This design comes from an exercise in tuning for small area, a short achievable clock period and few clock cycles per item on the open sky130 flow, not from production work.
The RTL was checked by simulation tests, not by an equivalence proof against the original design.
Power and IR drop assume default switching activity.

build 40:
==> flow/design.v <==
`timescale 1ns/1ns
package fetch_pkg;
    parameter int XLEN = 32;
    typedef logic [XLEN-1:0] addr_t;
    typedef union packed {
        logic [3:0][7:0] bytes;
        logic [XLEN-1:0] word;
    } insn_word_u;
    typedef struct packed {
        logic  valid;
        addr_t pc;
    } lookup_t;
    typedef struct packed {
        logic       valid;
        addr_t      pc;
        insn_word_u insn;
    } fetch_t;
    typedef struct packed {
        logic  valid;
        addr_t pc;
    } redirect_t;
    typedef struct packed {
        logic       valid;
        addr_t      pc;
        insn_word_u data;
    } fill_t;
endpackage
`timescale 1ns/1ns
module fetch_top #(
    parameter int LO_W    = 6,
    parameter int CREDITS = 2
) (
    input  logic        clk,
    input  logic        rst_n_i,
    input  logic        redirect_valid_i,
    input  logic [31:0] redirect_pc_i,
    input  logic        credit_return_i,
    input  logic [7:0]  mem_data_i,
    output logic        fetch_valid_o,
    output logic [31:0] fetch_pc_o,
    output logic [31:0] fetch_insn_o,
    output logic        mem_rd_o,
    output logic [31:0] mem_addr_o
);
    localparam int LO = LO_W + 2;
    logic [31:LO]   hi_q;
    logic [LO-1:2]  rd_lo_q;
    logic [LO-1:2]  dl_lo_q;
    logic [1:0]     off_q;       
    logic [31:0]    insn_q;      
    logic           done_q;      
    logic           valid_q;     
    logic           carry_q;     
    logic [1:0]     occ_q;       
    logic           room;
    logic           last;
    logic           take;
    logic           wrap;
    assign room = (occ_q + {1'b0, valid_q}) < 2'(CREDITS);
    assign last = (off_q == 2'd3) && !carry_q;
    assign take = last && room;
    assign wrap = &rd_lo_q;
    always_ff @(posedge clk) begin
        if (!rst_n_i) begin
            hi_q    <= '0;
            rd_lo_q <= '0;
            off_q   <= 2'd0;
            done_q  <= 1'b0;
            valid_q <= 1'b0;
            carry_q <= 1'b0;
            occ_q   <= 2'd0;
        end else begin
            occ_q <= occ_q + {1'b0, valid_q} - {1'b0, credit_return_i};
            if (redirect_valid_i) begin
                hi_q    <= redirect_pc_i[31:LO];
                rd_lo_q <= redirect_pc_i[LO-1:2];
                off_q   <= 2'd0;
                done_q  <= 1'b0;
                valid_q <= 1'b0;
                carry_q <= 1'b0;
            end else begin
                done_q  <= take;
                valid_q <= done_q;
                if (!carry_q) begin
                    off_q <= off_q + 2'd1;
                end
                if (take) begin
                    rd_lo_q <= rd_lo_q + 1'b1;
                    carry_q <= wrap;
                end
                if (carry_q && valid_q) begin
                    hi_q    <= hi_q + 1'b1;
                    carry_q <= 1'b0;
                end
            end
        end
    end
    always_ff @(posedge clk) begin
        insn_q <= {mem_data_i, insn_q[31:8]};
        if (take) begin
            dl_lo_q <= rd_lo_q;
        end
    end
    assign mem_rd_o      = 1'b1;
    assign mem_addr_o    = {hi_q, rd_lo_q, off_q};
    assign fetch_valid_o = valid_q;
    assign fetch_pc_o    = {hi_q, dl_lo_q, 2'b00};
    assign fetch_insn_o  = insn_q;
endmodule
==> flow/config.mk <==
export PLATFORM = sky130hd
export DESIGN_NAME = fetch_top
export DESIGN_NICKNAME = fetch_top
export VERILOG_FILES = /design/flow/design.v
export SDC_FILE = /design/flow/constraint.sdc
export NUM_CORES = 4
export LEC_CHECK = 0
export CAP_MARGIN = 20
export CORE_MARGIN = 2
export CORE_UTILIZATION = 40
export SETUP_SLACK_MARGIN = 4.6
export SLEW_MARGIN = 20
==> flow/constraint.sdc <==
create_clock -name core_clock -period 7.0 [get_ports {clk}]
set_input_delay 1.4000 -clock core_clock [delete_from_list [all_inputs] [get_ports {clk}]]
set_output_delay 1.4000 -clock core_clock [all_outputs]
set_load 0.01 [all_outputs]
standard.sh (not shown) runs the stock make flow with config.mk's settings and CLKGATE_MAP_FILE= SYNTH_SCRIPT=/design/flow/synth_recipe.tcl, a recipe that flattens the netlist after the stock synthesis.
==> flow/flow/run.sh <==
#!/bin/bash
# standard layout with plain buf_1 port buffers and adjusted clock tree options
set -euo pipefail
export BUFFER_PORTS_ARGS="-buffer_cell sky130_fd_sc_hd__buf_1"
export CTS_ARGS="-sink_clustering_enable -repair_clock_nets -dont_use_dummy_load"
bash standard.sh > flow_standard.log 2>&1
Testbench counts of build 40, summed over its fixed seeds: cycles 69,980, items 16,000.
[inputs] trial 71 vs build 40
-- flow/design.v --
<<< build 40, line 28
`timescale 1ns/1ns
module fetch_top #(
    parameter int LO_W    = 6,
    parameter int CREDITS = 2
) (
>>> trial 71, line 28
`timescale 1ns/1ns
module fetch_top #(
    parameter int LO_W    = 5,
    parameter int CREDITS = 2
) (
### Flow results
The routed wirelength normalized by instance count in trial 71 sits about 1.1% above the value recorded for build 40. Trial 71 completed every stage of the flow, and the final layout passed the timing, design-rule and antenna checks. Across both runs, portion of total power attributed to sequential cells was lower for trial 71 than for build 40. As of trial 71, power density normalized to cell area had fallen slightly compared to build 40. Final cell count shrinks by a few percent when moving from build 40 to trial 71. On setup slack after layout, trial 71 tracks build 40 almost exactly. From build 40 to trial 71 the numbers moved as follows: power attributed to combinational cells now sits lower, total power now sits lower, fraction of cell area in non-clock buffers now sits at about the same level, total number of vias now sits at about the same level, worst-path maximum fanout now sits higher.
Testbench counts of trial 71, summed over its fixed seeds: cycles 70,352, items 16,000.

==> afterwards: timing with drivers on the ports <==
No port has a modelled driver above. Below, the same layouts with a new extraction and two added sets of constraints.
Step 1 sets driving cells, clkbuf_16 on the clock port and buf_2 on the other inputs (assumed; they add their load-dependent delay and slew).
Step 2, shift: input delay + t, output delay - t, t = (earliest + latest rising clock arrival at the registers) / 2. This alone moves slack from input paths to output paths.
Slacks: ideal / step 1 / step 2; pairs: ideal / step 1.
run	t (ns)	setup WS [ns]	worst slew at a driven data input, ns	pins driven straight from the clock port
build 40	0.363	4.667 / 4.637 / 4.395	0.04	1
trial 71	0.347	4.668 / 4.642 / 4.413	0.05	1
After both steps setup and hold are still met in every run listed. For build 40, which loses most, drivers alone change the setup slack by -0.030 ns; drivers and shift together by -0.272 ns.
